Background: an optimization exercise with open tools, aiming at small area, a short achievable clock period and few clock cycles. Do not read the settings as production practice.
RTL that was checked went through simulation tests only; none was proved equivalent to the original.
No activity file was given, so power comes from the tool's default toggle rates.

Setup of the baseline:
## cpu_lite_top
module cpu_lite_top (
    input  wire        clk_i,
    input  wire        reset,
    input  wire        host_valid_i,
    input  wire [7:0]  host_byte_i,
    input  wire [4:0]  reg_sel_i,
    input  wire [1:0]  byte_sel_i,
    output wire [7:0]  value_o,
    output wire        is_positive_o,
    output wire        done_o
);
    logic        loading_q;    
    logic        done_q;
    logic [1:0]  phase_q;      
    logic [4:0]  count_q;      
    logic        kept_q;       
    logic        wr_q;         
    logic        is_r_q;       
    logic        is_i_q;       
    logic        rd0_q;        
    logic [7:0]  b1_q;         
    logic [3:0]  b2_q;         
    logic [7:0]  b3_q;         
    logic [31:0] a_q;          
    logic [15:0] drop_q;       
    wire start_seen = host_valid_i & ~loading_q & ~done_q & (host_byte_i == 8'hFE);
    wire end_seen   = host_valid_i & loading_q & (phase_q == 2'd0) & (host_byte_i == 8'hFF);
    wire data_stb   = host_valid_i & loading_q & ~end_seen;
    wire last_byte  = data_stb & (phase_q == 2'd3);
    wire kept       = ~count_q[4];
    wire [4:0] rd = {b1_q[3:0], rd0_q};
    logic [31:0] rdata;
    logic [31:0] rd_lo, rd_hi;    
    logic [15:0] match;
    logic [31:0] result;
    logic f3_ok_r, f3_ok_i;
    wire  f7z = (host_byte_i[7:1] == 7'b0000000);
    wire  f7s = (host_byte_i[7:1] == 7'b0100000);
    always_comb begin
        case (b1_q[6:4])
            3'b000:  f3_ok_r = f7z | f7s;
            3'b001, 3'b010, 3'b100, 3'b110, 3'b111: f3_ok_r = f7z;
            default: f3_ok_r = 1'b0;
        endcase
        f3_ok_i = (b1_q[6:4] == 3'b000) | (b1_q[6:4] == 3'b110) | (b1_q[6:4] == 3'b111);
    end
    wire writes = ((is_r_q & f3_ok_r) | (is_i_q & f3_ok_i)) & (rd != 5'd0);
    wire wr_en = wr_q;
  ...
For scale: about 2,600 cells after synthesis, ~28 I/O pins, about 29,000 µm² of cells after synthesis.
export LEC_CHECK = 0
export CAP_MARGIN = 20
export CORE_MARGIN = 2
export CORE_UTILIZATION = 50
export CTS_BUF_LIST = sky130_fd_sc_hd__clkbuf_8
export CTS_CLUSTER_DIAMETER = 60
export CTS_CLUSTER_SIZE = 16
export PLACE_DENSITY = 0.6
export SETUP_SLACK_MARGIN = 5
export SLEW_MARGIN = 20
export SYNTH_HIERARCHICAL = 1
export TNS_END_PERCENT = 5
create_clock -name core_clock -period 14.0 [get_ports {clk_i}]
standard.sh (not shown) runs the stock make flow with config.mk's settings and CLKGATE_MAP_FILE= SYNTH_SCRIPT=/design/flow/synth_recipe.tcl, a recipe that flattens the netlist after the stock synthesis.
==> flow/flow/run.sh <==
#!/bin/bash
# Standard layout, with fast buffers on the ports.
set -euo pipefail
bash standard.sh "BUFFER_PORTS_ARGS=-buffer_cell sky130_fd_sc_hd__buf_4" SETUP_SLACK_MARGIN=6.5 finish > standard_make.log 2>&1
The baseline was carried through to the last stage, and its layout satisfied the timing, design-rule and antenna checks.
Input changes introduced in the candidate (baseline for comparison: the baseline):
==> flow/flow/run.sh <==
#!/bin/bash
# Standard layout, with fast buffers on the ports.
set -euo pipefail
bash standard.sh "BUFFER_PORTS_ARGS=-buffer_cell sky130_fd_sc_hd__buf_4" SETUP_SLACK_MARGIN=6 finish > standard_make.log 2>&1
## What came out
- The candidate vs. the baseline: routability-driven placement congestion ratio fell by 0.012; buffering overhead fell by 0.35 points; final setup violation count stayed essentially flat; overall global routing resource usage rose by 0.96 points.
- A cell with the biggest individual delay on the critical path of sky130_fd_sc_hd__nand4_1 is what the baseline shows, while sky130_fd_sc_hd__o21ai_2 belongs to the candidate.
- Run comparison: the candidate endpoint of the most critical setup path value_o[3]; the baseline endpoint of the most critical setup path value_o[5]
No run of this note included a check of the RTL's function; only the layout flow was run.


Another version of the RTL of cpu_lite_top (not shown whole).
For scale: about 2,600 cells after synthesis, about 29,000 um2 of cells after synthesis.
clock: 14.0 ns
lec_check: 0
cap_margin: 20
core_margin: 2
core_utilization: 50
cts_buf_list: sky130_fd_sc_hd__clkbuf_8
cts_cluster_diameter: 60
cts_cluster_size: 16
place_density: 0.6
setup_slack_margin: 5
slew_margin: 20
synth_hierarchical: 1
tns_end_percent: 5
==> flow/flow/run.sh <==
#!/bin/bash
# Standard layout, with fast buffers on the ports.
set -euo pipefail
bash standard.sh "BUFFER_PORTS_ARGS=-buffer_cell sky130_fd_sc_hd__buf_4" SETUP_SLACK_MARGIN=7 finish > standard_make.log 2>&1
Testbench counts at the start, summed over its fixed seeds: cycles 11,399.
Next try:
==> flow/flow/run.sh (replaced) <==
#!/bin/bash
# Standard layout, with fast buffers on the ports.
set -euo pipefail
bash standard.sh "BUFFER_PORTS_ARGS=-buffer_cell sky130_fd_sc_hd__buf_4" SETUP_SLACK_MARGIN=6 finish > standard_make.log 2>&1
The changed run completed without violations.
Setup slack degrades by 0.012 ns.
Maximum frequency is about the same.
Total power shrinks by 2.5%.
Next try:
==> flow/flow/run.sh (replaced) <==
#!/bin/bash
# Standard layout, with fast buffers on the ports.
set -euo pipefail
bash standard.sh "BUFFER_PORTS_ARGS=-buffer_cell sky130_fd_sc_hd__buf_4" SETUP_SLACK_MARGIN=5.5 finish > standard_make.log 2>&1
Outcome: Global-route usage rises by 0.25 points; non-clock buffer count drops by 12; critical path depth goes down by 1; combinational power fell by 12%.
Next try:
==> flow/flow/run.sh (replaced) <==
#!/bin/bash
# Standard layout, with fast buffers on the ports.
set -euo pipefail
bash standard.sh "BUFFER_PORTS_ARGS=-buffer_cell sky130_fd_sc_hd__buf_4" SETUP_SLACK_MARGIN=6.5 finish > standard_make.log 2>&1
Result:
- area after synthesis stays the same
- worst setup slack gains 0.42 ns
- clock skew rises by 0.016 ns
- routed wire length barely changes
- sequential cell count is unchanged
- design area rises by a few percent
- utilization rises by 2.3 points
- die area stays the same
- global-route usage falls by 0.47 points


sierra:
Another version of the RTL of cpu_lite_top (not shown whole).
For scale: about 2700 cells after synthesis, about 670 flip-flops, ~28 I/O pins, ~0.029 sq mm of cells after synthesis.
==> flow/config.mk <==
export PLATFORM = sky130hd
export DESIGN_NAME = cpu_lite_top
export DESIGN_NICKNAME = cpu_lite_top
export VERILOG_FILES = /design/flow/design.v
export SDC_FILE = /design/flow/constraint.sdc
export NUM_CORES = 8
export LEC_CHECK = 0
export CAP_MARGIN = 20
export CORE_MARGIN = 2
export CORE_UTILIZATION = 50
export CTS_BUF_LIST = sky130_fd_sc_hd__clkbuf_8
export CTS_CLUSTER_DIAMETER = 60
export CTS_CLUSTER_SIZE = 16
export PLACE_DENSITY = 0.6
export SETUP_SLACK_MARGIN = 5
export SLEW_MARGIN = 20
export SYNTH_HIERARCHICAL = 1
==> flow/constraint.sdc <==
create_clock -name core_clock -period 14.0 [get_ports {clk_i}]
set_input_delay 2.8000 -clock core_clock [delete_from_list [all_inputs] [get_ports {clk_i}]]
set_output_delay 2.8000 -clock core_clock [all_outputs]
set_load 0.01 [all_outputs]
==> flow/flow/run.sh <==
#!/bin/bash
# Standard layout, with fast buffers on the ports and timing repair aiming further.
set -euo pipefail
bash standard.sh "BUFFER_PORTS_ARGS=-buffer_cell sky130_fd_sc_hd__buf_4" SETUP_SLACK_MARGIN=6 finish > standard_make.log 2>&1
sierra | status: complete | timing, DRC, antenna: pass
Testbench counts of sierra, summed over its fixed seeds: cycles 11,399.
The following lists how lagoon was set up differently from sierra:
Settings: PLACE_DENSITY now 0.75, was 0.6; CORE_UTILIZATION now 65, was 50.
==> flow/flow/run.sh <==
#!/bin/bash
# Standard layout, with fast buffers on the ports.
set -euo pipefail
bash standard.sh "BUFFER_PORTS_ARGS=-buffer_cell sky130_fd_sc_hd__buf_4" finish > standard_make.log 2>&1
--- outcome ---
Taking lagoon as 1.0, sierra lands at 0.918 on power per unit of standard cell area. Between lagoon and sierra, the routed wire length is higher for sierra. Against sierra, lagoon reports a layout overhead on the synthesized area that is lower.
--- input diff lagoon..raven ---
Settings: swapping 0.75 for 0.6 in PLACE_DENSITY; swapping 65 for 50 in CORE_UTILIZATION; swapping 5 for 4.5 in SETUP_SLACK_MARGIN.
In the final reports, the cell area of raven is smaller than that of lagoon.
Die outline area: raven vs lagoon up 29%
Between raven and lagoon, total detailed-routing wirelength is higher for raven, lagoon comes in under that.
Leakage power was higher in lagoon than in raven.
Diff lagoon -> raven: power consumption decreased by about 2% relative to the old numbers; via count of the first global-routing pass now smaller.
A cell with the biggest individual delay on the critical path of nor3_1 is what raven shows, while nor4_1 belongs to lagoon.


Another version of the RTL of cpu_lite_top (not shown whole).
Size: about 2,500 cells after synthesis, roughly 670 flip-flops, about 28 I/O pins.
==> flow/config.mk <==
export PLATFORM = sky130hd
export DESIGN_NAME = cpu_lite_top
export DESIGN_NICKNAME = cpu_lite_top
export VERILOG_FILES = /design/flow/design.v
export SDC_FILE = /design/flow/constraint.sdc
export NUM_CORES = 8
export LEC_CHECK = 0
export CAP_MARGIN = 20
export CORE_MARGIN = 2
export CORE_UTILIZATION = 50
export CTS_BUF_LIST = sky130_fd_sc_hd__clkbuf_8
export CTS_CLUSTER_DIAMETER = 60
export CTS_CLUSTER_SIZE = 16
export PLACE_DENSITY = 0.6
export SETUP_SLACK_MARGIN = 5
export SLEW_MARGIN = 20
export SYNTH_HIERARCHICAL = 1
export TNS_END_PERCENT = 5
==> flow/constraint.sdc <==
create_clock -name core_clock -period 14.0 [get_ports {clk_i}]
set_input_delay 2.8000 -clock core_clock [delete_from_list [all_inputs] [get_ports {clk_i}]]
set_output_delay 2.8000 -clock core_clock [all_outputs]
set_load 0.01 [all_outputs]
==> flow/flow/run.sh <==
#!/bin/bash
# Standard layout, with fast buffers on the ports.
set -euo pipefail
bash standard.sh "BUFFER_PORTS_ARGS=-buffer_cell sky130_fd_sc_hd__buf_4" SETUP_SLACK_MARGIN=5.5 finish > standard_make.log 2>&1
The starting point completed with no timing, DRC or antenna violations.
Then changed:
==> flow/flow/run.sh (replaced) <==
#!/bin/bash
# Standard layout, with fast buffers on the ports.
set -euo pipefail
bash standard.sh "BUFFER_PORTS_ARGS=-buffer_cell sky130_fd_sc_hd__buf_4" finish > standard_make.log 2>&1
What happened: The new run completed without violations; synthesized cell count does not change; non-clock buffer count falls by 32; cell area drops by 3.3%; combinational power came out lower by 5.2%; die area is unchanged; total power falls by about 2%; setup slack gets worse by 0.24 ns; sequential share of layout area rose by 1.4 points.
Then changed:
--- a/flow/config.mk
+++ b/flow/config.mk
@@ -17,2 +17 @@
 export SYNTH_HIERARCHICAL = 1
-export TNS_END_PERCENT = 5
Result:
- die area does not change
- critical path depth stays the same
- global-route usage stays flat
- utilization came out higher by 0.20 points
- final area grows by 0.35%
- power is about the same
- routed wire length barely changes
Function was not checked in any run of this note: the RTL went through the layout flow alone.

==> re-timing with driven ports <==
No port has a modelled driver above. Below, the same layouts with a new extraction and two added sets of constraints. Step 1 (the two cells are an assumption about what drives the block):
set clk [get_ports {clk_i}]
set_driving_cell -lib_cell sky130_fd_sc_hd__clkbuf_16 $clk
set_driving_cell -lib_cell sky130_fd_sc_hd__buf_2 [delete_from_list [all_inputs] $clk]
Step 2 adds t to the input delays and takes it off the output delays; t is the mean of the earliest and latest rising clock arrival at the registers after step 1. Input paths then give back, and output paths get back, about the clock's delay inside the block. a / b / c = ideal ports / drivers / drivers and shift; a / b = the first two.
run	t (ns)	setup slack, ns	latest minus earliest clock arrival (ns)	worst slew at a driven data input, ns	cell pins on the clock port's net
the baseline	0.758	5.804 / 5.781 / 5.420	0.048 / 0.048	0.04	1
the candidate	0.754	5.815 / 5.787 / 5.531	0.041 / 0.041	0.05	1
the first run of note 2	0.760	5.853 / 5.807 / 5.576	0.045 / 0.045	0.06	1
the second run of note 2	0.749	5.841 / 5.806 / 5.380	0.057 / 0.056	0.07	1
the third run of note 2	0.752	5.414 / 5.392 / 4.977	0.030 / 0.029	0.06	1
the fourth run of note 2	0.763	5.839 / 5.793 / 5.478	0.045 / 0.046	0.06	1
sierra	0.746	5.278 / 5.237 / 5.092	0.058 / 0.059	0.05	1
lagoon	0.760	5.027 / 5.005 / 4.547	0.052 / 0.052	0.04	1
raven	0.754	4.614 / 4.588 / 4.173	0.060 / 0.060	0.04	1
the first run of note 4	0.748	5.243 / 5.222 / 4.875	0.045 / 0.045	0.04	1
the second run of note 4	0.756	5.001 / 4.981 / 4.474	0.035 / 0.035	0.05	1
the third run of note 4	0.753	5.081 / 5.056 / 4.585	0.039 / 0.038	0.05	1
After both steps every run listed still meets setup and hold. The setup slack of the second run of note 4, which loses most, moves by -0.020 ns with the drivers and by -0.527 ns with both steps.
